What follows belongs to an exercise in optimizing a design on an open flow for a short achievable clock period and few clock cycles per item; a production flow would make more cautious choices. RTL that was checked went through simulation tests only; none was proved equivalent to the original. The RTL of run 1 was laid out without a check of its function. No run shown here takes its clock network from TritonCTS; it comes from the design's own scripts or RTL. The flow treats the clock pin as an ideal source. Dropping or thinning the clock tree relies on that and would not hold on a real chip. No activity file was given, so power comes from the tool's default toggle rates.

[config.mk]
export PLATFORM = sky130hd
export DESIGN_NAME = three_class_quantum_scheduler
export DESIGN_NICKNAME = three_class_quantum_scheduler
export VERILOG_FILES = /design/flow/design.v
export SDC_FILE = /design/flow/constraint.sdc
export NUM_CORES = 4
export LEC_CHECK = 0
export ABC_CLOCK_PERIOD_IN_PS = 2000
export CAP_MARGIN = 20
export CORE_MARGIN = 2
export CORE_UTILIZATION = 55
export SLEW_MARGIN = 20
[constraint.sdc]
create_clock -name core_clock -period 10.0 [get_ports {clk}]
set_input_delay 2.0000 -clock core_clock [delete_from_list [all_inputs] [get_ports {clk}]]
set_output_delay 2.0000 -clock core_clock [all_outputs]
set_load 0.01 [all_outputs]
[design.v]
package tcqs_pkg;
  localparam int QUEUE_DEPTH = 32;
  localparam int TIME_BITS   = 16;
  localparam int PID_BITS    = 8;
  localparam int NUM_Q       = 3;
  localparam int PTR_W       = (QUEUE_DEPTH > 1) ? $clog2(QUEUE_DEPTH) : 1;
  localparam int CNT_W       = $clog2(QUEUE_DEPTH + 1);
  localparam int ADDR_W      = 2 + PTR_W;
  localparam int MEM_DEPTH   = 3 * (1 << PTR_W);
  localparam logic [1:0] REG_SILVER_QUANTUM = 2'd0;
  localparam logic [1:0] REG_BRONZE_QUANTUM = 2'd1;
  localparam logic [1:0] REG_DRAW_LIMIT     = 2'd2;
  localparam logic [TIME_BITS-1:0] SILVER_QUANTUM_RST = TIME_BITS'(300);
  localparam logic [TIME_BITS-1:0] BRONZE_QUANTUM_RST = TIME_BITS'(400);
  localparam logic [4:0]           DRAW_LIMIT_RST     = 5'd10;
  localparam logic CMD_ADD      = 1'b0;
  localparam logic CMD_DISPATCH = 1'b1;
  localparam logic [1:0] CLS_GOLD   = 2'd0;
  localparam logic [1:0] CLS_SILVER = 2'd1;
  localparam logic [1:0] CLS_BRONZE = 2'd2;
  localparam logic [1:0] ST_ADDED = 2'd0;
  localparam logic [1:0] ST_DISP  = 2'd1;
  localparam logic [1:0] ST_IDLE  = 2'd2;
  localparam logic [1:0] ST_FULL  = 2'd3;
  typedef logic [PTR_W-1:0] ptr_t;
  typedef logic [CNT_W-1:0] cnt_t;
  typedef struct packed {
    logic [PID_BITS-1:0]  pid;
    logic [TIME_BITS-1:0] burst;
  } entry_t;
  typedef struct packed {
    logic       en;
    logic [1:0] q;
    logic       pop;
    logic       push;
  } ptr_upd_t;
endpackage
import tcqs_pkg::*;
module tcqs_ofifo
#(
  parameter int W  = 46,
  parameter int AW = 3
)
(
  input  logic         clk,
  input  logic         rst,       
  input  logic         rst_n,     
  input  logic         in_v,
  input  logic [W-1:0] in_d,
  input  logic         out_ready,
  output logic         out_valid,
  output logic         taken,     
  output logic [W-1:0] out_d
);
  localparam int D = 1 << AW;
  logic [W-1:0]  mem [0:D-1];
  logic [AW-1:0] rd_r, rd1_r, wr_r;
  logic [AW:0]   cnt_r;
  logic          ov_r;
  logic [W-1:0]  od_r;
  logic          take;
  logic          ge1, ge2;
  logic [W-1:0]  cur_d, nxt_d;
  assign take  = ge1 && out_ready;
  assign ge1   = (cnt_r != '0);
  assign ge2   = (cnt_r > (AW+1)'(1));
  assign cur_d = ge1 ? mem[rd_r]  : in_d;
  assign nxt_d = ge2 ? mem[rd1_r] : in_d;
  always_ff @(posedge clk) begin
    if (in_v) mem[wr_r] <= in_d;
  end
  always_ff @(posedge clk) begin
    od_r <= out_ready ? nxt_d : cur_d;
  end
  always_ff @(posedge clk) begin
    if (rst) begin
      rd_r  <= '0;
      rd1_r <= AW'(1);
      wr_r  <= '0;
      cnt_r <= '0;
    end else begin
      if (take) begin
        rd_r  <= rd1_r;
        rd1_r <= rd1_r + 1'b1;
      end
      if (in_v) wr_r <= wr_r + 1'b1;
      cnt_r <= take ? (cnt_r + (AW+1)'(in_v) - (AW+1)'(1)) : (cnt_r + (AW+1)'(in_v));
    end
  end
  always_ff @(posedge clk) begin
    if (!rst_n || rst) ov_r <= 1'b0;
    else               ov_r <= ge2 || in_v || (ge1 && !out_ready);
  end
  assign out_valid = ov_r;
  assign taken     = take && !rst;
  assign out_d     = od_r;
endmodule
import tcqs_pkg::*;
module tcqs_squeue
#(
  parameter bit ROT = 1'b1
)
(
  input  logic                       clk,
  input  logic                       rst,
  input  logic                       pop,
  input  logic                       push,
  input  logic                       is_add,
  input  logic [tcqs_pkg::PID_BITS-1:0]  add_pid,
  input  logic [tcqs_pkg::TIME_BITS-1:0] add_burst,
  input  logic                       add_f,
  input  logic [tcqs_pkg::TIME_BITS-1:0] add_rem,    
  input  logic [tcqs_pkg::TIME_BITS-1:0] quant,
  output logic [tcqs_pkg::PID_BITS-1:0]  head_pid,
  output logic [tcqs_pkg::TIME_BITS-1:0] head_burst,
  output logic [tcqs_pkg::TIME_BITS-1:0] rot_burst,
  output logic                       head_f,
  output logic                       ne,
  output logic                       full,
  output logic                       ne_nxt
);
  localparam int D = QUEUE_DEPTH;
  localparam int W = PID_BITS + TIME_BITS;
  logic [W-1:0] ent [0:D-1];
  logic [D-1:0] occ;
  logic         hf_r;
  logic [W-1:0] new_e;
  logic         new_f;
  logic         rot_f;
  assign head_pid   = ent[0][W-1:TIME_BITS];
  assign head_burst = ent[0][TIME_BITS-1:0];
  tcqs_sub #(.W(TIME_BITS)) u_rotf (.a(quant), .b(rot_burst), .d(), .ge(rot_f));
  assign ne         = occ[0];
  assign full       = occ[D-1];
  assign head_f     = ROT ? hf_r : 1'b1;
  always_comb begin
    if (is_add || !ROT) begin
      new_e = {add_pid, add_burst};
      new_f = add_f;
    end else begin
      new_e = {head_pid, rot_burst};
      new_f = rot_f;
    end
  end
  always_ff @(posedge clk) begin
    for (int k = 0; k < D; k++) begin
      if (pop) begin
        if (k < D-1 && occ[(k < D-1) ? k+1 : k]) ent[k] <= ent[(k < D-1) ? k+1 : k];
        else                                      ent[k] <= new_e;
      end else if (push && !occ[k]) begin
        ent[k] <= new_e;
      end
    end
  end
  always_ff @(posedge clk) begin
    if (rst) begin
      occ <= '0;
    end else if (pop && !push) begin
      occ <= {1'b0, occ[D-1:1]};
    end else if (push && !pop) begin
      occ <= {occ[D-2:0], 1'b1} | occ;
    end
  end
  assign ne_nxt = (pop && !push) ? occ[1] : (push ? 1'b1 : occ[0]);
  generate
    if (ROT) begin : g_hf
      logic [TIME_BITS-1:0] b1, hr_r;
      logic [TIME_BITS-1:0] b1_rem, hr_rem, h_rem;
      logic                 b1_fit, h_fit;
      assign b1        = ent[1][TIME_BITS-1:0];
      assign rot_burst = hr_r;
      tcqs_sub #(.W(TIME_BITS)) u_b1r (.a(b1),         .b(quant), .d(b1_rem), .ge());
      tcqs_sub #(.W(TIME_BITS)) u_b1f (.a(quant),      .b(b1),    .d(),       .ge(b1_fit));
      tcqs_sub #(.W(TIME_BITS)) u_hrr (.a(hr_r),       .b(quant), .d(hr_rem), .ge());
      tcqs_sub #(.W(TIME_BITS)) u_h0r (.a(head_burst), .b(quant), .d(h_rem),  .ge());
      tcqs_sub #(.W(TIME_BITS)) u_h0f (.a(quant),      .b(head_burst), .d(),  .ge(h_fit));
      always_ff @(posedge clk) begin
        if (pop) begin
          if (occ[1]) begin
            hf_r <= b1_fit;
            hr_r <= b1_rem;
          end else begin
            hf_r <= new_f;
            hr_r <= hr_rem;
          end
        end else if (push && !occ[0]) begin
          hf_r <= new_f;
          hr_r <= add_rem;
        end else begin
          hf_r <= h_fit;
          hr_r <= h_rem;
        end
      end
    end else begin : g_nohf
      assign hf_r      = 1'b1;
      assign rot_burst = '0;
    end
  endgenerate
endmodule
module tcqs_sub
#(
  parameter int W = 16
)
(
  input  logic [W-1:0] a,
  input  logic [W-1:0] b,
  output logic [W-1:0] d,
  output logic         ge
);
  localparam int L = $clog2(W);
  logic [W-1:0]       p;
  logic [L:0][W-1:0]  gg, pp;
  assign p = a ^ ~b;
  always_comb begin
    gg[0] = a & ~b;
    pp[0] = p;
    gg[0][0] = gg[0][0] | p[0];       
    for (int k = 0; k < L; k++) begin
      for (int i = 0; i < W; i++) begin
        if (i >= (1 << k)) begin
          gg[k+1][i] = gg[k][i] | (pp[k][i] & gg[k][i - (1 << k)]);
          pp[k+1][i] = pp[k][i] & pp[k][i - (1 << k)];
        end else begin
          gg[k+1][i] = gg[k][i];
          pp[k+1][i] = pp[k][i];
        end
      end
    end
  end
  assign d  = p ^ {gg[L][W-2:0], 1'b1};
  assign ge = gg[L][W-1];
endmodule
import tcqs_pkg::*;
module three_class_quantum_scheduler
(
  input  logic                 clk,
  input  logic                 rst_n,
  input  logic                 in_valid,
  output logic                 in_ready,
  input  logic                 in_command,
  input  logic [tcqs_pkg::PID_BITS-1:0]  in_process_id,
  input  logic [1:0]           in_process_class,
  input  logic [tcqs_pkg::TIME_BITS-1:0] in_burst_time,
  input  logic [4:0]           in_random_draw,
  output logic                 out_valid,
  input  logic                 out_ready,
  output logic [1:0]           out_status,
  output logic [tcqs_pkg::PID_BITS-1:0]  out_run_process_id,
  output logic [1:0]           out_run_class,
  output logic [tcqs_pkg::TIME_BITS-1:0] out_granted_time,
  output logic [tcqs_pkg::TIME_BITS-1:0] out_remaining_time,
  output logic                 out_finished,
  output logic                 out_all_empty,
  input  logic                 cfg_valid,
  output logic                 cfg_ready,
  input  logic [1:0]           cfg_index,
  input  logic [tcqs_pkg::TIME_BITS-1:0] cfg_data
);
  localparam int RES_W = 2 + PID_BITS + 2 + TIME_BITS + TIME_BITS + 1 + 1;
  localparam int FAW   = 3;
  localparam int CAP   = (1 << FAW);        
  localparam int NW    = 5;
  logic                 rst_q;
  logic [TIME_BITS-1:0] silver_q_r, bronze_q_r;
  logic [4:0]           limit_r;
  always_ff @(posedge clk) begin
    rst_q <= !rst_n;
  end
  always_ff @(posedge clk) begin
    if (!rst_n) begin
      silver_q_r <= SILVER_QUANTUM_RST;
      bronze_q_r <= BRONZE_QUANTUM_RST;
      limit_r    <= DRAW_LIMIT_RST;
    end else if (cfg_valid) begin
      case (cfg_index)
        REG_SILVER_QUANTUM: silver_q_r <= cfg_data;
        REG_BRONZE_QUANTUM: bronze_q_r <= cfg_data;
        REG_DRAW_LIMIT:     limit_r    <= cfg_data[4:0];
        default: ;
      endcase
    end
  end
  assign cfg_ready = 1'b1;
  logic                 in_ready_r;
  logic                 rdy_q;
  logic                 acc;
  logic                 v1;
  logic                 tk_q;
  logic [NW-1:0]        owed_q;
  logic                 ov;
  logic                 taken;
  assign acc = in_valid && rdy_q && rst_n;
  always_ff @(posedge clk) begin
    tk_q <= taken;
  end
  always_ff @(posedge clk) begin
    if (rst_q) owed_q <= '0;
    else       owed_q <= owed_q + NW'(v1) - NW'(tk_q);
  end
  always_ff @(posedge clk) begin
    in_ready_r <= !rst_n || rst_q || ((owed_q + NW'(v1) + NW'(in_ready_r)) < NW'(CAP));
    rdy_q      <= !rst_n || rst_q || ((owed_q + NW'(v1) + NW'(rdy_q)) < NW'(CAP));
  end
  assign in_ready = in_ready_r;
  logic                 add_g1, add_s1, add_b1, add1;
  logic                 disp1, disp_s1, disp_b1;
  logic [PID_BITS-1:0]  pid1;
  logic [TIME_BITS-1:0] burst1;
  logic                 fadd1;
  logic [TIME_BITS-1:0] addr1_s, addr1_b;
  logic [TIME_BITS-1:0] rem0_s, rem0_b;
  logic                 fit0_s, fit0_b;
  logic                 is_add, is_disp, draw_b;
  tcqs_sub #(.W(TIME_BITS)) u_r0rs (.a(in_burst_time), .b(silver_q_r),    .d(rem0_s), .ge());
  tcqs_sub #(.W(TIME_BITS)) u_r0rb (.a(in_burst_time), .b(bronze_q_r),    .d(rem0_b), .ge());
  tcqs_sub #(.W(TIME_BITS)) u_r0fs (.a(silver_q_r),    .b(in_burst_time), .d(),       .ge(fit0_s));
  tcqs_sub #(.W(TIME_BITS)) u_r0fb (.a(bronze_q_r),    .b(in_burst_time), .d(),       .ge(fit0_b));
  assign is_add  = acc && (in_command == CMD_ADD);
  assign is_disp = acc && (in_command == CMD_DISPATCH);
  assign draw_b  = (in_random_draw <= limit_r);
  always_ff @(posedge clk) begin
    v1      <= acc;
    add1    <= is_add;
    add_g1  <= is_add && (in_process_class == 2'd0);
    add_s1  <= is_add && (in_process_class == 2'd1);
    add_b1  <= is_add && in_process_class[1];
    disp1   <= is_disp;
    disp_b1 <= is_disp && draw_b;
    disp_s1 <= is_disp && !draw_b;
    pid1    <= in_process_id;
    burst1  <= in_burst_time;
    fadd1   <= (in_process_class == 2'd1) ? fit0_s : fit0_b;
    addr1_s <= rem0_s;
    addr1_b <= rem0_b;
  end
  logic                 pop_g, push_g, pop_s, push_s, pop_b, push_b;
  logic [PID_BITS-1:0]  hp_g, hp_s, hp_b;
  logic [TIME_BITS-1:0] hb_g, hb_s, hb_b;
  logic [TIME_BITS-1:0] rot_g, rot_s, rot_b;
  logic                 hf_g, hf_s, hf_b;
  logic                 ne_g, ne_s, ne_b;
  logic                 full_g, full_s, full_b;
  logic                 nn_g, nn_s, nn_b;
  assign pop_g  = disp1 && ne_g;
  assign push_g = add_g1 && !full_g;
  assign pop_s  = disp_s1 && !ne_g && ne_s;
  assign push_s = (add_s1 && !full_s) || (pop_s && !hf_s);
  assign pop_b  = disp_b1 && !ne_g && ne_b;
  assign push_b = (add_b1 && !full_b) || (pop_b && !hf_b);
  tcqs_squeue #(.ROT(1'b0)) u_qg (
    .clk(clk), .rst(rst_q), .pop(pop_g), .push(push_g), .is_add(add1),
    .add_pid(pid1), .add_burst(burst1), .add_f(fadd1), .add_rem(addr1_b), .quant(bronze_q_r),
    .head_pid(hp_g), .head_burst(hb_g), .rot_burst(rot_g), .head_f(hf_g),
    .ne(ne_g), .full(full_g), .ne_nxt(nn_g)
  );
  tcqs_squeue #(.ROT(1'b1)) u_qs (
    .clk(clk), .rst(rst_q), .pop(pop_s), .push(push_s), .is_add(add1),
    .add_pid(pid1), .add_burst(burst1), .add_f(fadd1), .add_rem(addr1_s), .quant(silver_q_r),
    .head_pid(hp_s), .head_burst(hb_s), .rot_burst(rot_s), .head_f(hf_s),
    .ne(ne_s), .full(full_s), .ne_nxt(nn_s)
  );
  tcqs_squeue #(.ROT(1'b1)) u_qb (
    .clk(clk), .rst(rst_q), .pop(pop_b), .push(push_b), .is_add(add1),
    .add_pid(pid1), .add_burst(burst1), .add_f(fadd1), .add_rem(addr1_b), .quant(bronze_q_r),
    .head_pid(hp_b), .head_burst(hb_b), .rot_burst(rot_b), .head_f(hf_b),
    .ne(ne_b), .full(full_b), .ne_nxt(nn_b)
  );
  logic                 add_full, any_pop;
  logic [1:0]           res_status;
  logic [PID_BITS-1:0]  res_pid;
  logic [1:0]           res_class;
  logic [TIME_BITS-1:0] res_grant;
  logic [TIME_BITS-1:0] res_remain;
  logic                 res_fin;
  logic                 res_empty;
  always_comb begin
    add_full   = (add_g1 && full_g) || (add_s1 && full_s) || (add_b1 && full_b);
    any_pop    = pop_g || pop_s || pop_b;
    res_status = {add_full || (disp1 && !any_pop), add_full || any_pop};
    res_pid    = ({PID_BITS{pop_g}} & hp_g) | ({PID_BITS{pop_s}} & hp_s) |
                 ({PID_BITS{pop_b}} & hp_b);
    res_class  = {pop_b, pop_s};
    res_fin    = pop_g || (pop_s && hf_s) || (pop_b && hf_b);
    res_grant  = ({TIME_BITS{pop_g}} & hb_g) |
                 ({TIME_BITS{pop_s}} & (hf_s ? hb_s : silver_q_r)) |
                 ({TIME_BITS{pop_b}} & (hf_b ? hb_b : bronze_q_r));
    res_remain = ({TIME_BITS{pop_s && !hf_s}} & rot_s) |
                 ({TIME_BITS{pop_b && !hf_b}} & rot_b);
    res_empty  = !(nn_g || nn_s || nn_b);
  end
  logic [RES_W-1:0] od;
  tcqs_ofifo #(.W(RES_W), .AW(FAW)) u_ofifo (
    .clk(clk), .rst(rst_q), .rst_n(rst_n), .in_v(v1),
    .in_d({res_status, res_pid, res_class, res_grant, res_remain, res_fin, res_empty}),
    .out_ready(out_ready), .out_valid(ov), .taken(taken), .out_d(od)
  );
  assign out_valid = ov;
  assign {out_status, out_run_process_id, out_run_class, out_granted_time,
          out_remaining_time, out_finished, out_all_empty} = od;
endmodule
[flow/run.sh]
#!/bin/bash
# Own layout flow: the standard ORFS layout (standard.sh: unchanged synthesis,
# same SDC and clock period) with two changes:
#  - the clock tree is built by flow/manual_cts.tcl (balanced inverter tree by
#    recursive bisection) in place of TritonCTS;
#  - repair_timing keeps a larger setup margin, so the resizer keeps optimising
#    paths well inside the 10 ns period.
set -euo pipefail
here=$(pwd)
bash standard.sh SETUP_SLACK_MARGIN=7.2 PRE_CTS_TCL="$here/flow/manual_cts.tcl" finish > standard_flow.log 2>&1
[flow/manual_cts.tcl]
# Clock tree built by recursive bisection, used in place of clock_tree_synthesis.
# The flip-flop clock pins are split in halves along the longer side of their
# bounding box until each group has at most ctsm_levels(0) pins; each group gets
# a driver cell at its centre. Those drivers are grouped the same way for the
# next level, and so on; one root cell at the middle of the last level drives
# them from the clock port. Every flip-flop sits behind the same number of
# stages. Sourced as PRE_CTS_TCL; clock_tree_synthesis and
# repair_clock_inverters then become no-ops.

# first put the flip-flops that drive output ports next to their port buffers
source [file join [file dirname [info script]] outflops.tcl]

set ::ctsm_block  [ord::get_db_block]
# group size limit per level, leaves first; then the buffer cell per level, root last
# (an even number of inverting stages, so every flip-flop sees the clock's rising edge)
set ::ctsm_levels {26 4 4}
set ::ctsm_cells  {sky130_fd_sc_hd__inv_16 sky130_fd_sc_hd__inv_16 sky130_fd_sc_hd__inv_16 sky130_fd_sc_hd__inv_16}
if {[info exists ::env(CTSM_LEVELS)]} { set ::ctsm_levels $::env(CTSM_LEVELS) }
if {[info exists ::env(CTSM_CELLS)]} { set ::ctsm_cells $::env(CTSM_CELLS) }
set ::ctsm_count 0

proc ctsm_split {items maxn} {
  # items: list of {x y obj}; returns a list of groups
  if {[llength $items] <= $maxn} { return [list $items] }
  set xs [lmap i $items {lindex $i 0}]
  set ys [lmap i $items {lindex $i 1}]
  set dx [expr {[tcl::mathfunc::max {*}$xs] - [tcl::mathfunc::min {*}$xs]}]
  set dy [expr {[tcl::mathfunc::max {*}$ys] - [tcl::mathfunc::min {*}$ys]}]
  set key [expr {$dx >= $dy ? 0 : 1}]
  set sorted [lsort -integer -index $key $items]
  set h [expr {[llength $sorted] / 2}]
  return [concat [ctsm_split [lrange $sorted 0 [expr {$h - 1}]] $maxn] \
                 [ctsm_split [lrange $sorted $h end] $maxn]]
}

proc ctsm_center {group} {
  set sx 0; set sy 0
  foreach i $group { set sx [expr {$sx + [lindex $i 0]}]; set sy [expr {$sy + [lindex $i 1]}] }
  set n [llength $group]
  return [list [expr {$sx / $n}] [expr {$sy / $n}]]
}

proc ctsm_buffer {prefix xy cell} {
  global ctsm_block ctsm_count
  set ctsm_master [[ord::get_db] findMaster $cell]
  incr ctsm_count
  set name "${prefix}_${ctsm_count}"
  set inst [odb::dbInst_create $ctsm_block $ctsm_master $name]
  set w [$ctsm_master getWidth]
  set h [$ctsm_master getHeight]
  $inst setLocation [expr {[lindex $xy 0] - $w / 2}] [expr {[lindex $xy 1] - $h / 2}]
  $inst setPlacementStatus PLACED
  set net [odb::dbNet_create $ctsm_block "${name}_net"]
  $net setSigType CLOCK
  foreach it [$inst getITerms] { if {[$it isOutputSignal]} { $it connect $net } }
  return [list $inst $net]
}

proc ctsm_input {inst} {
  foreach it [$inst getITerms] { if {[$it isInputSignal]} { return $it } }
}

proc ctsm_build {} {
  global ctsm_block ctsm_levels ctsm_cells
  set clk [$ctsm_block findNet clk]
  set items {}
  foreach it [$clk getITerms] {
    if {![$it isInputSignal]} { continue }
    set xy [$it getAvgXY]
    if {[lindex $xy 0]} {
      lappend items [list [lindex $xy 1] [lindex $xy 2] $it]
    } else {
      set loc [[$it getInst] getLocation]
      lappend items [list [lindex $loc 0] [lindex $loc 1] $it]
    }
  }
  puts "manual cts: [llength $items] clock sinks"
  set lvl 0
  foreach maxn $ctsm_levels {
    set next {}
    foreach g [ctsm_split $items $maxn] {
      set xy [ctsm_center $g]
      lassign [ctsm_buffer clkl$lvl $xy [lindex $ctsm_cells $lvl]] inst net
      foreach i $g {
        set it [lindex $i 2]
        if {[$it getNet] ne "NULL"} { $it disconnect }
        $it connect $net
      }
      lappend next [list {*}$xy [ctsm_input $inst]]
    }
    puts "manual cts: level $lvl, [llength $next] buffers"
    set items $next
    incr lvl
  }
  set xy [ctsm_center $items]
  lassign [ctsm_buffer clkroot $xy [lindex $ctsm_cells $lvl]] inst net
  foreach i $items { [lindex $i 2] connect $net }
  [ctsm_input $inst] connect $clk
  $clk setSigType CLOCK
}

ctsm_build
rename clock_tree_synthesis ctsm_orig_cts
rename repair_clock_inverters ctsm_orig_rci
proc repair_clock_inverters {args} {
  puts "manual cts: repair_clock_inverters skipped"
}
proc clock_tree_synthesis {args} {
  puts "manual cts: clock_tree_synthesis $args skipped"
  set_propagated_clock [all_clocks]
}
[flow/outflops.tcl]
# Placement tweak run before the clock tree (from manual_cts.tcl): move each flip-flop that only drives an output port's buffer next to that buffer.
proc oflop_move {} {
  set block [ord::get_db_block]
  set moved 0
  foreach bt [$block getBTerms] {
    if {[$bt getIoType] ne "OUTPUT"} { continue }
    set net [$bt getNet]
    if {$net eq "NULL"} { continue }
    set buf ""
    foreach it [$net getITerms] { if {[$it isOutputSignal]} { set buf [$it getInst] } }
    if {$buf eq ""} { continue }
    set bin ""
    foreach it [$buf getITerms] { if {[$it isInputSignal]} { set bin $it } }
    if {$bin eq "" || [$bin getNet] eq "NULL"} { continue }
    set dnet [$bin getNet]
    set loads 0; set drv ""
    foreach it [$dnet getITerms] {
      if {[$it isOutputSignal]} { set drv [$it getInst] } else { incr loads }
    }
    if {$drv eq "" || $loads != 1 || ![[$drv getMaster] isSequential]} { continue }
    lassign [$buf getLocation] bx by
    set w [[$drv getMaster] getWidth]
    $drv setLocation [expr {$bx - $w}] $by
    incr moved
  }
  puts "output flops moved next to their port buffers: $moved"
}
oflop_move
[standard.sh]
#!/bin/bash
# synth_recipe.tcl (not shown) runs the flow's synth.tcl, then flattens the netlist and writes it again
# the make line also repeats each setting of config.mk as NAME=value (left out here)
make -C /OpenROAD-flow-scripts/flow DESIGN_CONFIG=/design/flow/config.mk WORK_HOME=/design/flow/orfs CLKGATE_MAP_FILE= SYNTH_SCRIPT=/design/flow/synth_recipe.tcl "${@:-finish}"
==> results of run 1 <==
[stage by stage]
step	hold WS, ns	setup slack [ns]	instance area (sq um)	utilization, %
4_1_cts	0.455	6.21	141000	59.5
3_5_place_dp	0.444	4.93	137000	57.5
2_1_floorplan	0.413	6.09	132000	-
3_3_place_gp	0.434	4.89	137000	57.4
6_report	0.453	6.18	143000	60.0
5_1_grt	0.488	6.13	143000	60.0
[state kept, by name (all words and copies together) (netlist names), 8 cells and up, named ones only]
signal and cells:
u_qb.ent 768, u_qb.occ 32, silver_q_r 16, u_qs.g_hf.hr_r 16, addr1_b 16, u_ofifo.od_r 46, u_qg.ent 768, u_qb.g_hf.hr_r 16
burst1 16, pid1 8, u_qs.ent 768, u_qs.occ 32, u_qg.occ 32, u_ofifo.mem 368, addr1_s 16, bronze_q_r 16
[cells by family after synthesis]
kind of cell | Yosys count | share of synthesized area (%)
xor+xnor | 101 | 0.672
fa+ha+maj | 277 | 2.68
buf+inv | 1040 | 3.07
flops | 2979 | 65.6
compound gates | 2237 | 9.29
other cells | 1 | 0.00285
mux | 1112 | 10.9
simple gates | 2551 | 7.74
[cell type report]
cell class	count	area share (%)
repair buffers	477	2.91
well taps	3167	2.78
inverters	410	3.07
multi-input cells	6280	30.6
repair inverters	1	0.00614
diodes	6	0.0105
flip-flops and latches	2979	60.6
[metal layers]
metal	vias to the layer above	GRT usage, %
met5	-	0
met4	6	7.32
met3	503	2.43
met2	2126	45.4
met1	41136	37.5
li1	36985	-
[power breakdown]
group,internal (uW),switching [uW]
registers,14100,285
clock network,1100,5270
logic,1650,2460
[timing repair]
| action | CTS | global route |
|---|---|---|
| setup endpoints to repair | 3453 | 411 |
| endpoints found under the hold margin | 0 | 0 |
| pin swaps | 62 | 90 |
| setup buffers | 46 | 67 |
| gates cloned | 4 | 4 |
| resized for setup | 497 | 131 |
[layout by cell type, fill, tap and decap left out, types with 36 or more instances in the layout]
cell type,instances
edfxtp_1,2672
nor2_1,1948
a21oi_1,1621
mux2_2,744
buf_4,333
nand2_1,272
dfxtp_1,234
ha_1,229
inv_1,221
mux4_2,184
inv_16,169
mux2i_1,136
nor3_1,121
o21ai_0,118
o21ai_2,71
xnor2_1,68
o21a_1,65
mux2i_4,48
dfxtp_2,47
a21o_1,40
buf_2,39
o21ai_1,38
nor2b_1,36
[worst max-delay path: cells and delay by family]
family | cells | cell delay (ns)
and+or+nand+nor | 2 | 0.62
adders and majority gates | 1 | 0.26
buffers and inverters | 3 | 0.34
xor gates and xnor gates | 1 | 0.13
AOI/OAI and AO/OA | 6 | 0.99
[worst paths after layout]
check	start	end	slack, ns	cells past startpoint
worst max-delay path	in_burst_time[2]	addr1_b[14]$_DFF_P_	6.18	13
worst min register to register	u_ofifo.rd_r[2]$_SDFFE_PP0P_	flip-flop	0.45	2
worst min-delay path	u_ofifo.rd_r[2]$_SDFFE_PP0P_	flip-flop	0.45	2
worst max register to register	bronze_q_r[3]$_SDFFE_PN0P_	u_qb.g_hf.hr_r[15]$_DFF_P_	7.08	11
==> flow_metrics.py, run 1 <==
metrics = {
    "logic_synthesis": {
        "ys_warn_count": 7,
        "synth_seq_cells": 2979,
        "yosys_most_used_dff": "edfxtp_1",
        "synth_edf_count": 2672,
        "synth_commonest_cells": "edfxtp_1 (2672), nor2_1 (1959), a21oi_1 (1649)",
        "synthArstFlopShare_pct": 0,
        "synth_top_cell_area_share_pct": 61.0,
        "synth.most_common_cell": "edfxtp_1",
        "synthCells": 10298,
        "synth-seq-area-share_pct": 65.6,
        "synth_area_leaders": "edfxtp_1 (61%), mux2_2 (6.4%), a21oi_1 (6.3%)",
        "mappedNetlistNets": 10630,
        "avgSynthCellArea_sq_um": 12.8,
        "yosysTopAreaCell": "edfxtp_1",
        "synth.distinct_cells": 84,
        "netlist_area_sq_mm": 0.132,
    },
    "timing": {
        "max_freq_mhz": 262,
        "drv_slew": 0,
        "tns_ns": 0,
        "finalClockSkew_ns": 0.0374,
        "relSlewSlack_pct": 20.6,
        "min_period_ns": 3.82,
        "setup_viol": 0,
        "rsz0062_at_grt": "yes",
        "finalHoldViolCount": 0,
        "max_slew.worst_pin.slew_ns": 1.19,
        "finalCritPeriodShare_pct": 38.2,
    },
    "cts": {
        "clk_pin_slew_ns": 0.10,
        "postCtsHoldBufs": 0,
        "insertion_delay_ns": 0.58,
    },
    "global_routing": {
        "antenna_found_initial": 33,
        "grt_max_degree": 91,
        "grt_usage_pct": 26.9,
        "grt_pass1_wl_mm": 503,
        "grt_overflow": 0,
        "grt_pass1_vias": 79268,
    },
    "pwr": {
        "leakage_uw": 0.0488,
        "powerDensity_mw_per_mm2": 174,
        "finalPower_uw": 24800,
        "vdd_ir_drop_max_mv": 0.343,
    },
    "cells_and_area": {
        "multi_input_area_sq_mm": 0.0437,
        "seq_area_sq_mm": 0.0865,
        "nFillCells": 18874,
        "areaGrowthSynthToFinish_pct": 8.43,
        "nNetsFinal": 10481,
        "fin_cells": 13320,
        "drive_gt1_share_pct": 19.6,
    },
    "detailed_routing": {
        "viasPerCell": 6.06,
        "vias": 80756,
        "ant_nets": 0,
        "wl_met2_mm": 165,
        "drtIter0Drc": 6949,
        "dr_wl_met3_mm": 16.7,
        "routed_wl_mm": 336,
        "top_layer": "met5",
        "wire_per_inst_um": 25.2,
        "drtPass1Iterations": 17,
        "drt-met1-wl_mm": 143,
        "drc": 0,
    },
    "critical_path": {
        "cpMostUsedCell": "a21oi_2",
        "cp_slowest_cell": "or4b_4",
        "arrival_ns": 4.33,
        "worst-setup-path-type": "in -> reg",
        "end_kind": "flip-flop",
        "start_kind": "input port",
        "crit_fanout": 4,
        "crit_chain": "buf_2 -> buf_8 -> inv_2 -> ha_4 -> nor2b_4 -> o21ai_2 -> a21boi_2 -> o211ai_2 -> a21oi_2 -> or4b_4 -> a31o_1 -> a21oi_2 -> xnor2_1",
        "slowest_delay_ns": 0.49,
        "cp.required_ns": 10.51,
    },
    "floorplanning": {
        "rows": 179,
        "ios": 104,
        "die_x_um": 493,
        "die_y_um": 493,
        "dieArea_sq_mm": 0.243,
        "initial_core_util_pct": 55.3,
        "design.core.area_sq_mm": 0.238,
    },
    "placement": {
        "dp_cells": 13024,
        "io_buffer_count": 102,
        "place_hpwl_mm": 206,
        "gp_congestion": 0.908,
    },
    "run_status": {
        "outcome": "timing/DRC/antenna clean",
    },
    "job": {
        "cap_violations": 0,
    },
    "hold_path": {
        "hold_path.class": "reg -> reg",
    },
}
==> run 2: changes to the inputs <==
--- a/design.v
+++ b/design.v
@@ -108,8 +108,6 @@
   input  logic                       is_add,
   input  logic [tcqs_pkg::PID_BITS-1:0]  add_pid,
   input  logic [tcqs_pkg::TIME_BITS-1:0] add_burst,
-  input  logic                       add_f,
-  input  logic [tcqs_pkg::TIME_BITS-1:0] add_rem,    
   input  logic [tcqs_pkg::TIME_BITS-1:0] quant,
   output logic [tcqs_pkg::PID_BITS-1:0]  head_pid,
   output logic [tcqs_pkg::TIME_BITS-1:0] head_burst,
@@ -127,8 +125,12 @@
   logic [W-1:0] new_e;
   logic         new_f;
   logic         rot_f;
+  logic         add_f;                        
+  logic [TIME_BITS-1:0] add_rem;              
   assign head_pid   = ent[0][W-1:TIME_BITS];
   assign head_burst = ent[0][TIME_BITS-1:0];
+  tcqs_sub #(.W(TIME_BITS)) u_addf (.a(quant), .b(add_burst), .d(), .ge(add_f));
+  tcqs_sub #(.W(TIME_BITS)) u_addr (.a(add_burst), .b(quant), .d(add_rem), .ge());
   tcqs_sub #(.W(TIME_BITS)) u_rotf (.a(quant), .b(rot_burst), .d(), .ge(rot_f));
   assign ne         = occ[0];
   assign full       = occ[D-1];
@@ -306,15 +308,7 @@
   logic                 disp1, disp_s1, disp_b1;
   logic [PID_BITS-1:0]  pid1;
   logic [TIME_BITS-1:0] burst1;
-  logic                 fadd1;
-  logic [TIME_BITS-1:0] addr1_s, addr1_b;
-  logic [TIME_BITS-1:0] rem0_s, rem0_b;
-  logic                 fit0_s, fit0_b;
   logic                 is_add, is_disp, draw_b;
-  tcqs_sub #(.W(TIME_BITS)) u_r0rs (.a(in_burst_time), .b(silver_q_r),    .d(rem0_s), .ge());
-  tcqs_sub #(.W(TIME_BITS)) u_r0rb (.a(in_burst_time), .b(bronze_q_r),    .d(rem0_b), .ge());
-  tcqs_sub #(.W(TIME_BITS)) u_r0fs (.a(silver_q_r),    .b(in_burst_time), .d(),       .ge(fit0_s));
-  tcqs_sub #(.W(TIME_BITS)) u_r0fb (.a(bronze_q_r),    .b(in_burst_time), .d(),       .ge(fit0_b));
   assign is_add  = acc && (in_command == CMD_ADD);
   assign is_disp = acc && (in_command == CMD_DISPATCH);
   assign draw_b  = (in_random_draw <= limit_r);
@@ -329,9 +323,6 @@
     disp_s1 <= is_disp && !draw_b;
     pid1    <= in_process_id;
     burst1  <= in_burst_time;
-    fadd1   <= (in_process_class == 2'd1) ? fit0_s : fit0_b;
-    addr1_s <= rem0_s;
-    addr1_b <= rem0_b;
   end
   logic                 pop_g, push_g, pop_s, push_s, pop_b, push_b;
   logic [PID_BITS-1:0]  hp_g, hp_s, hp_b;
@@ -349,19 +340,19 @@
   assign push_b = (add_b1 && !full_b) || (pop_b && !hf_b);
   tcqs_squeue #(.ROT(1'b0)) u_qg (
     .clk(clk), .rst(rst_q), .pop(pop_g), .push(push_g), .is_add(add1),
-    .add_pid(pid1), .add_burst(burst1), .add_f(fadd1), .add_rem(addr1_b), .quant(bronze_q_r),
+    .add_pid(pid1), .add_burst(burst1), .quant(bronze_q_r),
     .head_pid(hp_g), .head_burst(hb_g), .rot_burst(rot_g), .head_f(hf_g),
     .ne(ne_g), .full(full_g), .ne_nxt(nn_g)
   );
   tcqs_squeue #(.ROT(1'b1)) u_qs (
     .clk(clk), .rst(rst_q), .pop(pop_s), .push(push_s), .is_add(add1),
-    .add_pid(pid1), .add_burst(burst1), .add_f(fadd1), .add_rem(addr1_s), .quant(silver_q_r),
+    .add_pid(pid1), .add_burst(burst1), .quant(silver_q_r),
     .head_pid(hp_s), .head_burst(hb_s), .rot_burst(rot_s), .head_f(hf_s),
     .ne(ne_s), .full(full_s), .ne_nxt(nn_s)
   );
   tcqs_squeue #(.ROT(1'b1)) u_qb (
     .clk(clk), .rst(rst_q), .pop(pop_b), .push(push_b), .is_add(add1),
-    .add_pid(pid1), .add_burst(burst1), .add_f(fadd1), .add_rem(addr1_b), .quant(bronze_q_r),
+    .add_pid(pid1), .add_burst(burst1), .quant(bronze_q_r),
     .head_pid(hp_b), .head_burst(hb_b), .rot_burst(rot_b), .head_f(hf_b),
     .ne(ne_b), .full(full_b), .ne_nxt(nn_b)
   );
==> flow_metrics.py, run 2 <==
metrics = {
    "critical_path": {
        "crit_fanout": 2,
        "crit_family": "flip-flops",
        "start_kind": "flip-flop",
        "cp_slowest_cell": "dfxtp_4",
        "slowest_delay_ns": 0.39,
        "crit_chain": "buf_6",
        "end_kind": "output port",
        "path_buf_inv": 1,
        "worst-setup-path-type": "reg -> out",
        "cp.required_ns": 8.00,
        "arrival_ns": 1.07,
    },
    "placement": {
        "io_buffer_count": 102,
        "place_hpwl_mm": 216,
        "gp_congestion": 0.935,
        "pre_cts_ws_ns": 5.77,
    },
    "timing": {
        "finalCritPeriodShare_pct": 30.7,
        "finalClockSkew_ns": 0.0510,
        "max_slew.worst_pin.slew_ns": 1.10,
        "setup_viol": 0,
        "setup_ws_ns": 6.93,
        "relSlewSlack_pct": 26.9,
        "drv_slew": 0,
        "max_freq_mhz": 326,
        "min_period_ns": 3.07,
        "tns_ns": 0,
        "finalHoldViolCount": 0,
        "rsz0062_at_grt": "yes",
    },
    "cells_and_area": {
        "final_cell_mix": "edfxtp_1 (2672), nor2_1 (1910), a21oi_1 (1615)",
        "largest_registers": "u_qb.ent (768), u_qg.ent (768), u_qs.ent (768)",
        "nNetsFinal": 10436,
        "drive_gt1_share_pct": 20.7,
        "final_common_cell": "edfxtp_1",
        "areaGrowthSynthToFinish_pct": 9.43,
    },
    "logic_synthesis": {
        "avgSynthCellArea_sq_um": 12.8,
        "synth_edf_count": 2672,
        "synthCells": 10230,
        "mappedNetlistNets": 10562,
        "netlist_area_sq_mm": 0.131,
        "synthArstFlopShare_pct": 0,
        "synth_commonest_cells": "edfxtp_1 (2672), nor2_1 (1925), a21oi_1 (1642)",
        "synth_top_cell_area_share_pct": 61.3,
        "ys_warn_count": 7,
        "yosys_most_used_dff": "edfxtp_1",
        "synth-seq-area-share_pct": 65.5,
        "synth.distinct_cells": 82,
        "yosysTopAreaCell": "edfxtp_1",
        "synth.most_common_cell": "edfxtp_1",
        "synth_area_leaders": "edfxtp_1 (61%), mux2_2 (6.4%), a21oi_1 (6.3%)",
        "synth_seq_cells": 2946,
    },
    "detailed_routing": {
        "drtIter0Drc": 7701,
        "routed_wl_mm": 349,
        "drc": 0,
        "wire_per_inst_um": 26.3,
        "viasPerCell": 6.10,
        "drtPass1Iterations": 8,
        "vias": 80985,
        "ant_nets": 0,
    },
    "hold_path": {
        "hold_path.class": "reg -> reg",
    },
    "pwr": {
        "leakage_uw": 0.0490,
        "powerDensity_mw_per_mm2": 173,
        "vdd_ir_drop_max_mv": 0.233,
    },
    "global_routing": {
        "antenna_found_initial": 22,
        "grt_pass1_vias": 77298,
        "grt_overflow": 0,
        "grt_usage_pct": 27.8,
        "grt_pass1_wl_mm": 511,
        "grt_max_degree": 91,
    },
    "floorplanning": {
        "initial_core_util_pct": 55.2,
        "design.core.area_sq_mm": 0.237,
        "die_y_um": 492,
        "dieArea_sq_mm": 0.242,
        "rows": 179,
        "die_x_um": 492,
        "ios": 104,
    },
    "job": {
        "cap_violations": 0,
    },
    "run_status": {
        "outcome": "timing/DRC/antenna clean",
    },
    "cts": {
        "insertion_delay_ns": 0.60,
        "clk_pin_slew_ns": 0.09,
    },
}
[run 2: changes by cell type after synthesis, moves of 10 or more]
| cell | delta |
|---|---|
| a221oi_1 | -12 |
| a31o_2 | +14 |
| xor2_1 | +12 |
| o22ai_1 | +19 |
| clkbuf_1 | -27 |
| nor2_1 | -34 |
| xnor2_1 | -10 |
| a22oi_1 | -14 |
| buf_2 | +21 |
| nor3_1 | +20 |
| dfxtp_1 | -33 |
| o21ai_0 | -11 |
| o21ai_1 | -27 |
[run 2: routing by layer]
| layer | vias to the layer above | share of wire (%) | routed length, um | GRT usage [%] |
|---|---|---|---|---|
| met5 | - | 0.0060 | 21 | 0 |
| met2 | 2615 | 47 | 163000 | 44.7 |
| met1 | 40913 | 43 | 152000 | 40.5 |
| met3 | 551 | 5.8 | 20300 | 2.55 |
| met4 | 4 | 4.1 | 14400 | 8.59 |
| li1 | 36902 | - | - | - |
[run 2: power by group]
group / switching (uW) / internal [uW]
clock: 5240 / 1100
combinational: 2500 / 1710
sequential: 309 / 13900
total: 8060 / 16700
[run 2: worst paths after layout]
check	from	slack, ns	endpoint	cells past startpoint
max	in_ready_r$_DFF_P_	6.93	in_ready	1
min reg2reg	u_ofifo.rd_r[0]$_SDFFE_PP0P_	0.46	flip-flop	2
min	u_ofifo.rd_r[0]$_SDFFE_PP0P_	0.46	flip-flop	2
max reg2reg	u_qg.occ[0]$_SDFFE_PP0P_	6.98	u_ofifo.od_r[0]$_DFF_P_	12
[run 2: cell type report]
type | instances | area (sq um)
Fill cell | 18681 | 94100
Sequential cell | 2946 | 85900
Multi-Input combinational cell | 6260 | 44300
Timing Repair Buffer | 496 | 4710
Inverter | 399 | 4330
Tap cell | 3167 | 3960
Antenna cell | 9 | 22.5
Timing Repair inverter | 1 | 8.76
[run 2: stage by stage]
stage / hold slack (ns) / total power, uW / cells / utilization [%] / cell area [sq um]
after floorplan: 0.436 / 16900 / 10230 / - / 131000
after global routing: 0.476 / 25700 / 13274 / 60.4 / 143000
after CTS: 0.463 / 24800 / 13206 / 59.6 / 142000
final: 0.463 / 24800 / 13278 / 60.4 / 143000
after detailed placement: 0.450 / 18300 / 12969 / 57.4 / 136000
after global placement: 0.434 / 18200 / 12964 / 57.3 / 136000
[run 2: cell families after synthesis]
group | count (synthesis) | synth area share [%]
AOI/OAI and AO/OA | 2235 | 9.42
DFF | 2946 | 65.5
muxes | 1109 | 10.9
other | 1 | 0.00286
xor gates and xnor gates | 103 | 0.689
adders and majority gates | 277 | 2.69
and+or+nand+nor | 2532 | 7.71
buffers and inverters | 1027 | 3.07
[run 2: repair_timing]
action                                 in CTS  in global routing
resized for setup                         568                202
endpoints found under the hold margin       0                  0
setup endpoints to repair                1845                418
pin swaps                                  57                 95
setup buffers                              57                 55
gates cloned                               11                  7
hold buffers                                0                  0
[run 2: worst reg2reg max path, delay by kind of cell, from the launching register on]
family / cells / cell delay [ns]
AOI/OAI and AO/OA: 3 / 0.63
and+or+nand+nor: 3 / 0.94
buffers and inverters: 5 / 0.81
adders and majority gates: 1 / 0.20
DFF: 1 / 0.31
Testbench counts of run 2, summed over its fixed seeds: cycles 12,816, items 12,800.
==> run 3: changes to the inputs <==
--- a/config.mk
+++ b/config.mk
@@ -5,7 +5,7 @@
 export SDC_FILE = /design/flow/constraint.sdc
 export NUM_CORES = 4
 export LEC_CHECK = 0
-export ABC_CLOCK_PERIOD_IN_PS = 2000
+export ABC_CLOCK_PERIOD_IN_PS = 1000
 export CAP_MARGIN = 20
 export CORE_MARGIN = 2
 export CORE_UTILIZATION = 55
==> flow_metrics.py, run 3 <==
metrics = {
    "logic_synthesis": {
        "synth.area.mux_share_pct": 10.9,
        "synth_seq_cells": 2946,
        "synth_top_family_by_area": "multiplexers",
        "synth_fa_ha_area_share_pct": 2.69,
        "synth.distinct_cells": 82,
        "avgSynthCellArea_sq_um": 12.8,
        "synth.most_common_cell": "edfxtp_1",
        "yosysTopAreaCell": "edfxtp_1",
        "synth_area_leaders": "edfxtp_1 (61%), mux2_2 (6.4%), a21oi_1 (6.3%)",
        "ys_warn_count": 7,
        "yosys_most_used_dff": "edfxtp_1",
        "synth_xor_area_share_pct": 0.689,
        "synthArstFlopShare_pct": 0,
        "synth_commonest_cells": "edfxtp_1 (2672), nor2_1 (1925), a21oi_1 (1642)",
        "mappedNetlistNets": 10562,
        "synth_edf_count": 2672,
        "synth-seq-area-share_pct": 65.5,
        "synth_top_cell_area_share_pct": 61.3,
        "synth-compound-area-share_pct": 9.42,
        "netlist_area_sq_mm": 0.131,
        "synth-simple-area-share_pct": 7.71,
        "synthCells": 10230,
    },
    "floorplanning": {
        "dieArea_sq_mm": 0.242,
        "die_x_um": 492,
        "die_y_um": 492,
        "initial_core_util_pct": 55.2,
        "rows": 179,
        "design.core.area_sq_mm": 0.237,
        "ios": 104,
    },
    "global_routing": {
        "grt_max_degree": 91,
        "grt_pass1_wl_mm": 511,
        "antenna_found_initial": 22,
        "grt_overflow": 0,
        "grt_usage_pct": 27.8,
        "grt_pass1_vias": 77298,
    },
    "critical_path": {
        "worst-path-stages": 1,
        "slowest_delay_ns": 0.39,
        "worst-setup-path-type": "reg -> out",
        "cp-startpoint": "in_ready_r$_DFF_P_",
        "path_buf_inv": 1,
        "end_kind": "output port",
        "crit_family": "flip-flops",
        "cp_slowest_cell": "dfxtp_4",
        "arrival_ns": 1.07,
        "reg2regPathDepth": 12,
        "start_kind": "flip-flop",
        "cp.required_ns": 8.00,
        "timing.rr.start": "u_qg.occ[0]$_SDFFE_PP0P_",
        "crit_chain": "buf_6",
        "crit_fanout": 2,
    },
    "cells_and_area": {
        "largest_registers": "u_qb.ent (768), u_qg.ent (768), u_qs.ent (768)",
        "final_cell_mix": "edfxtp_1 (2672), nor2_1 (1910), a21oi_1 (1615)",
        "areaGrowthSynthToFinish_pct": 9.43,
        "nNetsFinal": 10436,
        "drive_gt1_share_pct": 20.7,
        "fin_cells": 13278,
        "nFillCells": 18681,
        "final_common_cell": "edfxtp_1",
    },
    "detailed_routing": {
        "drtIter0Drc": 7701,
        "drc": 0,
        "wire_per_inst_um": 26.3,
        "vias": 80985,
        "drt-met1-wl_mm": 152,
        "wl_met2_mm": 163,
        "top_layer": "met5",
        "viasPerCell": 6.10,
        "ant_nets": 0,
        "routed_wl_mm": 349,
        "dr_wl_met3_mm": 20.3,
        "drtPass1Iterations": 8,
    },
    "timing": {
        "max_slew.worst_pin.slew_ns": 1.10,
        "rsz0062_at_grt": "yes",
        "setup_viol": 0,
        "max_freq_mhz": 326,
        "finalCritPeriodShare_pct": 30.7,
        "finalClockSkew_ns": 0.0510,
        "drv_slew": 0,
        "tns_ns": 0,
        "fin_hold_ws_ns": 0.463,
        "finalHoldViolCount": 0,
        "relSlewSlack_pct": 26.9,
        "min_period_ns": 3.07,
        "setup_ws_ns": 6.93,
    },
    "hold_path": {
        "holdCritStartpoint": "u_ofifo.rd_r[0]$_SDFFE_PP0P_",
        "hold_path.class": "reg -> reg",
        "hold_depth": 2,
    },
    "pwr": {
        "internal_power_uw": 16700,
        "leakage_uw": 0.0490,
        "power.switching_uw": 8060,
        "vdd_ir_drop_max_mv": 0.233,
        "finalPower_uw": 24800,
        "switching_share_pct": 32.5,
        "powerDensity_mw_per_mm2": 173,
        "pwr-share-clk_pct": 25.6,
        "pwr-share-comb_pct": 17.0,
        "p_seq_share_pct": 57.4,
    },
    "cts": {
        "clk_pin_slew_ns": 0.09,
        "insertion_delay_ns": 0.60,
    },
    "run_status": {
        "outcome": "timing/DRC/antenna clean",
    },
    "placement": {
        "pre_cts_ws_ns": 5.77,
        "gp_congestion": 0.935,
        "io_buffer_count": 102,
        "place_hpwl_mm": 216,
        "dp_cells": 12969,
    },
    "job": {
        "cap_violations": 0,
    },
}
-- run 3: cell counts in the layout (fill, tap and decap cells not counted) --
Identical to the previous run, type by type.
-- run 3: final timing paths --
path / slack [ns] / to
setup / recovery: 6.93 / in_ready
hold / removal: 0.46 / flip-flop
setup reg to reg: 6.98 / u_ofifo.od_r[0]$_DFF_P_
hold reg to reg: 0.46 / flip-flop
-- run 3: kinds of logic (layout without fill, tap and decap cells) --
| family | Yosys count | in the layout |
|---|---|---|
| multiplexers | 1109 | 1109 |
| buffers and inverters | 1027 | 896 |
| AO/OA/AOI/OAI | 2235 | 2235 |
| AND/OR/NAND/NOR | 2532 | 2535 |
| other | 1 | 10 |
| flip-flops | 2946 | 2946 |
| XOR/XNOR | 103 | 103 |
| adder cells (fa/ha/maj) | 277 | 277 |
-- run 3: cell type report --
class	instances	area [sq um]	share of cell area, %
sequential	2946	85900	60.0
multi-input combinational	6260	44300	30.9
timing repair buffer	496	4710	3.29
inverter	399	4330	3.02
tap	3167	3960	2.77
antenna	9	22.5	0.0157
timing repair inverter	1	8.76	0.00611
-- run 3: layer usage --
layer  global-route usage [%]  vias up
li1                         -    36902
met2                     44.7     2615
met5                        0        -
met3                     2.55      551
met1                     40.5    40913
met4                     8.59        4
-- run 3: what timing repair did --
action	CTS	global route
endpoints found under the hold margin	0	0
hold buffers	0	0
setup buffers	57	55
cloned	11	7
gates resized for setup	568	202
endpoints found under the setup margin	1845	418
pin swaps	57	95
-- run 3: per-stage QoR --
stage,utilization (%),cell area [sq um]
2_1_floorplan,-,131000
3_3_place_gp,57.3,136000
3_5_place_dp,57.4,136000
4_1_cts,59.6,142000
5_1_grt,60.4,143000
6_report,60.4,143000
-- run 3: worst reg2reg max path, stage by stage, from the launching register on --
cell and delay (ns):
dfxtp_1 0.31, buf_4 0.19, or2_4 0.34, inv_16 0.14
buf_16 0.20, ha_4 0.20, buf_12 0.17, nor2b_2 0.19
a21oi_1 0.06, or3_4 0.41, clkinvlp_4 0.11, o21ai_1 0.11
a221oi_4 0.46
-- run 3: power by group through the flow --
stage / Sequential (uW) / Combinational [uW] / Clock [uW]
6_report: 14200 / 4210 / 6340
5_1_grt: 14300 / 4490 / 6900
4_1_cts: 14200 / 4090 / 6500
3_5_place_dp: 14600 / 3690 / 0
3_3_place_gp: 14600 / 3630 / 0
2_1_floorplan: 14300 / 2540 / 0
==> run 4: changes to the inputs <==
--- a/design.v
+++ b/design.v
@@ -379,10 +379,16 @@
                  ({TIME_BITS{pop_b && !hf_b}} & rot_b);
     res_empty  = !(nn_g || nn_s || nn_b);
   end
+  logic             v3;
+  logic [RES_W-1:0] res3;
+  always_ff @(posedge clk) begin
+    if (rst_q) v3 <= 1'b0;
+    else       v3 <= v1;
+    res3 <= {res_status, res_pid, res_class, res_grant, res_remain, res_fin, res_empty};
+  end
   logic [RES_W-1:0] od;
   tcqs_ofifo #(.W(RES_W), .AW(FAW)) u_ofifo (
-    .clk(clk), .rst(rst_q), .rst_n(rst_n), .in_v(v1),
-    .in_d({res_status, res_pid, res_class, res_grant, res_remain, res_fin, res_empty}),
+    .clk(clk), .rst(rst_q), .rst_n(rst_n), .in_v(v3), .in_d(res3),
     .out_ready(out_ready), .out_valid(ov), .taken(taken), .out_d(od)
   );
   assign out_valid = ov;
--- a/config.mk
+++ b/config.mk
@@ -5,7 +5,7 @@
 export SDC_FILE = /design/flow/constraint.sdc
 export NUM_CORES = 4
 export LEC_CHECK = 0
-export ABC_CLOCK_PERIOD_IN_PS = 1000
+export ABC_CLOCK_PERIOD_IN_PS = 2000
 export CAP_MARGIN = 20
 export CORE_MARGIN = 2
 export CORE_UTILIZATION = 55
==> flow_metrics.py, run 4 <==
metrics = {
    "run_status": {
        "outcome": "timing/DRC/antenna clean",
    },
    "floorplanning": {
        "die_x_um": 494,
        "ios": 104,
        "design.core.area_sq_mm": 0.238,
        "dieArea_sq_mm": 0.244,
        "initial_core_util_pct": 55.4,
        "rows": 179,
        "die_y_um": 494,
    },
    "critical_path": {
        "crit_chain": "buf_6",
        "end_kind": "output port",
        "arrival_ns": 1.05,
        "worst-setup-path-type": "reg -> out",
        "start_kind": "flip-flop",
        "cp.required_ns": 8.00,
        "ff2ff_setup_slack_ns": 7.18,
        "cp_slowest_cell": "dfxtp_4",
        "crit_family": "flip-flops",
        "slowest_delay_ns": 0.39,
        "path_buf_inv": 1,
        "crit_fanout": 2,
    },
    "detailed_routing": {
        "drtIter0Drc": 7749,
        "viasPerCell": 6.12,
        "vias": 81600,
        "ant_nets": 0,
        "drtPass1Iterations": 6,
        "drc": 0,
        "wire_per_inst_um": 26.0,
        "routed_wl_mm": 346,
    },
    "placement": {
        "io_buffer_count": 102,
        "placedInstanceArea_sq_mm": 0.137,
        "place_hpwl_mm": 210,
        "gp_congestion": 0.923,
    },
    "timing": {
        "fin_hold_ws_ns": 0.452,
        "setup_viol": 0,
        "rsz0062_at_grt": "yes",
        "finalCritPeriodShare_pct": 30.5,
        "drv_slew": 0,
        "max_freq_mhz": 328,
        "max_slew.worst_pin.slew_ns": 1.17,
        "finalHoldViolCount": 0,
        "relSlewSlack_pct": 22.1,
        "tns_ns": 0,
        "finalClockSkew_ns": 0.0409,
        "min_period_ns": 3.05,
    },
    "logic_synthesis": {
        "synth.most_common_cell": "edfxtp_1",
        "synthArstFlopShare_pct": 0,
        "synth_edf_count": 2672,
        "synth-seq-area-share_pct": 65.7,
        "synthCells": 10319,
        "mappedNetlistNets": 10651,
        "synth_commonest_cells": "edfxtp_1 (2672), nor2_1 (1960), a21oi_1 (1640)",
        "yosys_most_used_dff": "edfxtp_1",
        "avgSynthCellArea_sq_um": 12.8,
        "synth.distinct_cells": 82,
        "synth_area_leaders": "edfxtp_1 (61%), mux2_2 (6.3%), a21oi_1 (6.2%)",
        "netlist_area_sq_mm": 0.132,
        "yosysTopAreaCell": "edfxtp_1",
        "synth_seq_cells": 2993,
        "ys_warn_count": 7,
        "synth_top_cell_area_share_pct": 60.8,
    },
    "global_routing": {
        "grt_pass1_wl_mm": 512,
        "grt_usage_pct": 27.4,
        "grt_overflow": 0,
        "antenna_found_initial": 14,
        "grt_max_degree": 95,
        "grt_pass1_vias": 79714,
    },
    "cells_and_area": {
        "final_cell_area_sq_mm": 0.143,
        "nNetsFinal": 10489,
        "areaGrowthSynthToFinish_pct": 8.32,
        "drive_gt1_share_pct": 19.0,
        "nFillCells": 18833,
        "final_common_cell": "edfxtp_1",
        "final_cell_mix": "edfxtp_1 (2672), nor2_1 (1944), a21oi_1 (1627)",
        "largest_registers": "u_qb.ent (768), u_qg.ent (768), u_qs.ent (768)",
    },
    "pwr": {
        "vdd_ir_drop_max_mv": 0.243,
        "leakage_uw": 0.0497,
        "powerDensity_mw_per_mm2": 172,
    },
    "cts": {
        "clk_pin_slew_ns": 0.08,
        "postCtsHoldBufs": 0,
        "insertion_delay_ns": 0.59,
    },
    "job": {
        "cap_violations": 0,
    },
    "hold_path": {
        "hold_path.class": "reg -> reg",
    },
}
run 4: final cells by class:
cell class | instances | area [sq um] | share of cell area (%)
Timing Repair inverter | 1 | 7.51 | 0.00525
Tap cell | 3167 | 3960 | 2.77
Multi-Input combinational cell | 6295 | 43600 | 30.5
Sequential cell | 2993 | 86900 | 60.7
Inverter | 412 | 4360 | 3.05
Timing Repair Buffer | 454 | 4150 | 2.90
Antenna cell | 9 | 22.5 | 0.0158
run 4: timing repair:
item                                    in CTS  in global routing
endpoints found under the setup margin    2643                272
resized for setup                          435                157
setup buffers                               27                 57
cloned                                       4                 11
pin swaps                                   25                 41
run 4: report_power, final:
part	switching [uW]	internal (uW)	total (uW)
Combinational	2220	1480	3700
Sequential	351	14100	14400
Clock	5280	1100	6380
run 4: cells by family after synthesis:
logic type                 share of synthesized area, %
muxes                                              10.9
adders and majority gates                          2.67
and+or+nand+nor                                    7.78
DFF                                                65.7
buffers and inverters                              3.02
other                                           0.00284
xor gates and xnor gates                          0.637
AOI/OAI and AO/OA                                  9.32
run 4: path summary, 6_finish.rpt:
check,from,to,depth (start not counted)
worst max-delay path,in_ready_r$_DFF_P_,in_ready,1
worst min-delay path,u_ofifo.rd_r[1]$_SDFFE_PP0P_,flip-flop,2
worst max register to register,silver_q_r[3]$_SDFFE_PN1P_,u_qs.g_hf.hr_r[15]$_DFF_P_,11
worst min register to register,u_ofifo.rd_r[1]$_SDFFE_PP0P_,flip-flop,2
run 4: per-stage QoR:
stage	total power (uW)	std cells	worst slack, ns	utilization (%)
floorplan	16900	10319	6.94	-
global placement	18200	13043	5.12	57.4
detailed placement	18200	13054	5.00	57.6
CTS	24600	13254	6.89	59.4
global route	25400	13326	6.91	60.0
finish	24500	13331	6.95	60.0
run 4: metal layers:
layer	wire (um)	track usage, %	up-vias	share of wire (%)
li1	-	-	37089	-
met1	149000	39.5	41435	43
met2	163000	44.5	2586	47
met3	21400	3.05	490	6.2
met4	11700	7.62	0	3.4
met5	0	0	-	0
Testbench counts of run 4, summed over its fixed seeds: cycles 12,824, items 12,800.
==> run 5: changes to the inputs <==
--- a/flow/run.sh
+++ b/flow/run.sh
@@ -7,4 +7,4 @@
 #    paths well inside the 10 ns period.
 set -euo pipefail
 here=$(pwd)
-bash standard.sh SETUP_SLACK_MARGIN=7.2 PRE_CTS_TCL="$here/flow/manual_cts.tcl" finish > standard_flow.log 2>&1
+bash standard.sh SETUP_SLACK_MARGIN=7.3 PRE_CTS_TCL="$here/flow/manual_cts.tcl" finish > standard_flow.log 2>&1
==> flow_metrics.py, run 5 <==
metrics = {
    "global_routing": {
        "grt_pass1_vias": 79926,
        "grt_overflow": 0,
        "grt_usage_pct": 28.1,
        "grt_pass1_wl_mm": 521,
        "grt_max_degree": 64,
        "antenna_found_initial": 20,
    },
    "logic_synthesis": {
        "avgSynthCellArea_sq_um": 12.8,
        "yosysTopAreaCell": "edfxtp_1",
        "ys_warn_count": 7,
        "synth_commonest_cells": "edfxtp_1 (2672), nor2_1 (1960), a21oi_1 (1640)",
        "netlist_area_sq_mm": 0.132,
        "synth.distinct_cells": 82,
        "synth_top_cell_area_share_pct": 60.8,
        "yosys_most_used_dff": "edfxtp_1",
        "synth.area.mux_share_pct": 10.9,
        "mappedNetlistNets": 10651,
        "synth_top_family_by_area": "multiplexers",
        "synth-seq-area-share_pct": 65.7,
        "synthCells": 10319,
        "synth_xor_area_share_pct": 0.637,
        "synth_fa_ha_area_share_pct": 2.67,
        "synthArstFlopShare_pct": 0,
        "synth.most_common_cell": "edfxtp_1",
        "synth-simple-area-share_pct": 7.78,
        "synth_seq_cells": 2993,
        "synth_edf_count": 2672,
        "synth_area_leaders": "edfxtp_1 (61%), mux2_2 (6.3%), a21oi_1 (6.2%)",
        "synth-compound-area-share_pct": 9.32,
    },
    "critical_path": {
        "reg2regPathDepth": 11,
        "arrival_ns": 1.08,
        "worst-path-stages": 1,
        "cp.required_ns": 8.00,
        "crit_chain": "buf_6",
        "cp_slowest_cell": "dfxtp_4",
        "worst-setup-path-type": "reg -> out",
        "slowest_delay_ns": 0.39,
        "path_buf_inv": 1,
        "end_kind": "output port",
        "crit_family": "flip-flops",
        "crit_fanout": 2,
        "start_kind": "flip-flop",
    },
    "pwr": {
        "vdd_ir_drop_max_mv": 0.249,
        "powerDensity_mw_per_mm2": 172,
        "finalPower_uw": 24700,
        "leakage_uw": 0.0498,
    },
    "cells_and_area": {
        "final_cell_mix": "edfxtp_1 (2672), nor2_1 (1941), a21oi_1 (1611)",
        "drive_gt1_share_pct": 20.1,
        "nNetsFinal": 10511,
        "areaGrowthSynthToFinish_pct": 8.85,
        "largest_registers": "u_qb.ent (768), u_qg.ent (768), u_qs.ent (768)",
        "final_common_cell": "edfxtp_1",
        "fin_cells": 13349,
        "nFillCells": 18783,
    },
    "detailed_routing": {
        "ant_nets": 0,
        "wire_per_inst_um": 26.3,
        "viasPerCell": 6.13,
        "vias": 81838,
        "drtPass1Iterations": 7,
        "drtIter0Drc": 7917,
        "routed_wl_mm": 350,
        "drc": 0,
    },
    "timing": {
        "drv_slew": 0,
        "setup_viol": 0,
        "rsz0062_at_grt": "yes",
        "min_period_ns": 3.08,
        "finalClockSkew_ns": 0.0533,
        "relSlewSlack_pct": 33.9,
        "tns_ns": 0,
        "setup_ws_ns": 6.92,
        "max_freq_mhz": 325,
        "finalCritPeriodShare_pct": 30.8,
        "max_slew.worst_pin.slew_ns": 0.978,
        "finalHoldViolCount": 0,
    },
    "placement": {
        "gp_congestion": 0.927,
        "place_hpwl_mm": 211,
        "pre_cts_ws_ns": 5.92,
        "dp_cells": 13051,
        "io_buffer_count": 102,
    },
    "run_status": {
        "outcome": "timing/DRC/antenna clean",
    },
    "floorplanning": {
        "dieArea_sq_mm": 0.244,
        "design.core.area_sq_mm": 0.238,
        "die_y_um": 494,
        "ios": 104,
        "die_x_um": 494,
        "rows": 179,
        "initial_core_util_pct": 55.4,
    },
    "hold_path": {
        "hold_depth": 2,
        "hold_path.class": "reg -> reg",
    },
    "cts": {
        "postCtsHoldBufs": 0,
        "clk_pin_slew_ns": 0.08,
        "insertion_delay_ns": 0.60,
    },
    "job": {
        "cap_violations": 0,
    },
}
[run 5: worst register-to-register path, cell delays in order, from the launching register on]
cell,delay [ns]
dfxtp_4,0.38
clkinvlp_4,0.10
buf_4,0.16
ha_4,0.21
nor2b_4,0.12
o31a_1,0.36
o31ai_4,0.36
a211oi_2,0.13
o21a_1,0.22
or3_4,0.33
a32oi_2,0.22
o211ai_1,0.12
[run 5: metal layers]
layer,global-route usage (%),part of all wire [%]
met3,2.71,5.7
met2,46.3,48
met5,0,0.0074
met1,40.4,43
met4,6.71,3.1
[run 5: area by class of cell]
cell class / count / area, sq um / share of cell area, %
timing repair inverter: 1 / 7.51 / 0.00522
timing repair buffer: 478 / 4290 / 2.99
antenna: 5 / 12.5 / 0.00871
tap: 3167 / 3960 / 2.76
sequential: 2993 / 86900 / 60.5
inverter: 412 / 4390 / 3.05
multi-input combinational: 6293 / 44200 / 30.7
[run 5: timing repair]
item / 4_1_cts / 5_1_grt
pin swaps: 42 / 57
gates resized for setup: 554 / 167
setup buffers: 71 / 42
cloned: 8 / 2
setup endpoints to repair: 2483 / 677
[run 5: power breakdown]
group | total (uW) | leakage [uW] | internal, uW | switching (uW)
sequential | 14400 | 0.0275 | 14100 | 312
combinational | 3840 | 0.0206 | 1530 | 2310
clock | 6440 | 0.00165 | 1100 | 5340
total | 24700 | 0.0498 | 16700 | 7960
[run 5: worst paths after layout]
kind                                startpoint                          to  slack [ns]
setup reg to reg    silver_q_r[1]$_SDFFE_PN0P_  u_qs.g_hf.hr_r[11]$_DFF_P_        7.20
hold / removal    u_ofifo.rd_r[2]$_SDFFE_PP0P_                   flip-flop        0.46
setup / recovery            in_ready_r$_DFF_P_                    in_ready        6.92
hold reg to reg   u_ofifo.rd_r[2]$_SDFFE_PP0P_                   flip-flop        0.46
[run 5: logic make-up (layout without fill, tap and decap cells)]
group                    count (synthesis)  in the layout
flip-flops                            2993           2993
multiplexers                          1116           1116
other                                    1              6
buffers and inverters                 1034            891
adder cells (fa/ha/maj)                277            277
AND/OR/NAND/NOR                       2568           2569
AO/OA/AOI/OAI                         2234           2234
XOR/XNOR                                96             96
[run 5: metrics by stage]
stage / utilization [%] / cell area, sq um / hold WS, ns
floorplan: - / 132000 / 0.430
global placement: 57.5 / 137000 / 0.431
detailed placement: 57.6 / 137000 / 0.453
CTS: 59.8 / 142000 / 0.465
global route: 60.3 / 144000 / 0.498
finish: 60.3 / 144000 / 0.462

[re-timing with driven ports]
No port has a modelled driver above. Below, the same layouts with a new extraction and two added sets of constraints.
Step 1, drivers: a clkbuf_16 drives clk and a buf_2 each remaining input, both assumed.
Step 2 also shifts input and output timing later by t, the mid clock arrival at the registers, as if the neighbouring blocks saw the same clock.
Three values: ideal ports, drivers, drivers and shift; two values: the first two.
| run | t, ns | slack for setup (ns) | pins driven straight from the clock port |
|---|---|---|---|
| run 1 | 0.691 | 6.178 / 6.206 / 5.515 | 1 |
| run 2 | 0.698 | 6.934 / 6.815 / 6.505 | 1 |
| run 3 | 0.698 | 6.934 / 6.815 / 6.505 | 1 |
| run 4 | 0.696 | 6.949 / 6.822 / 6.575 | 1 |
| run 5 | 0.701 | 6.921 / 6.796 / 6.655 | 1 |
After both steps every run listed still meets setup and hold. For run 1, which loses most, drivers alone change the setup slack by +0.028 ns; drivers and shift together by -0.663 ns.
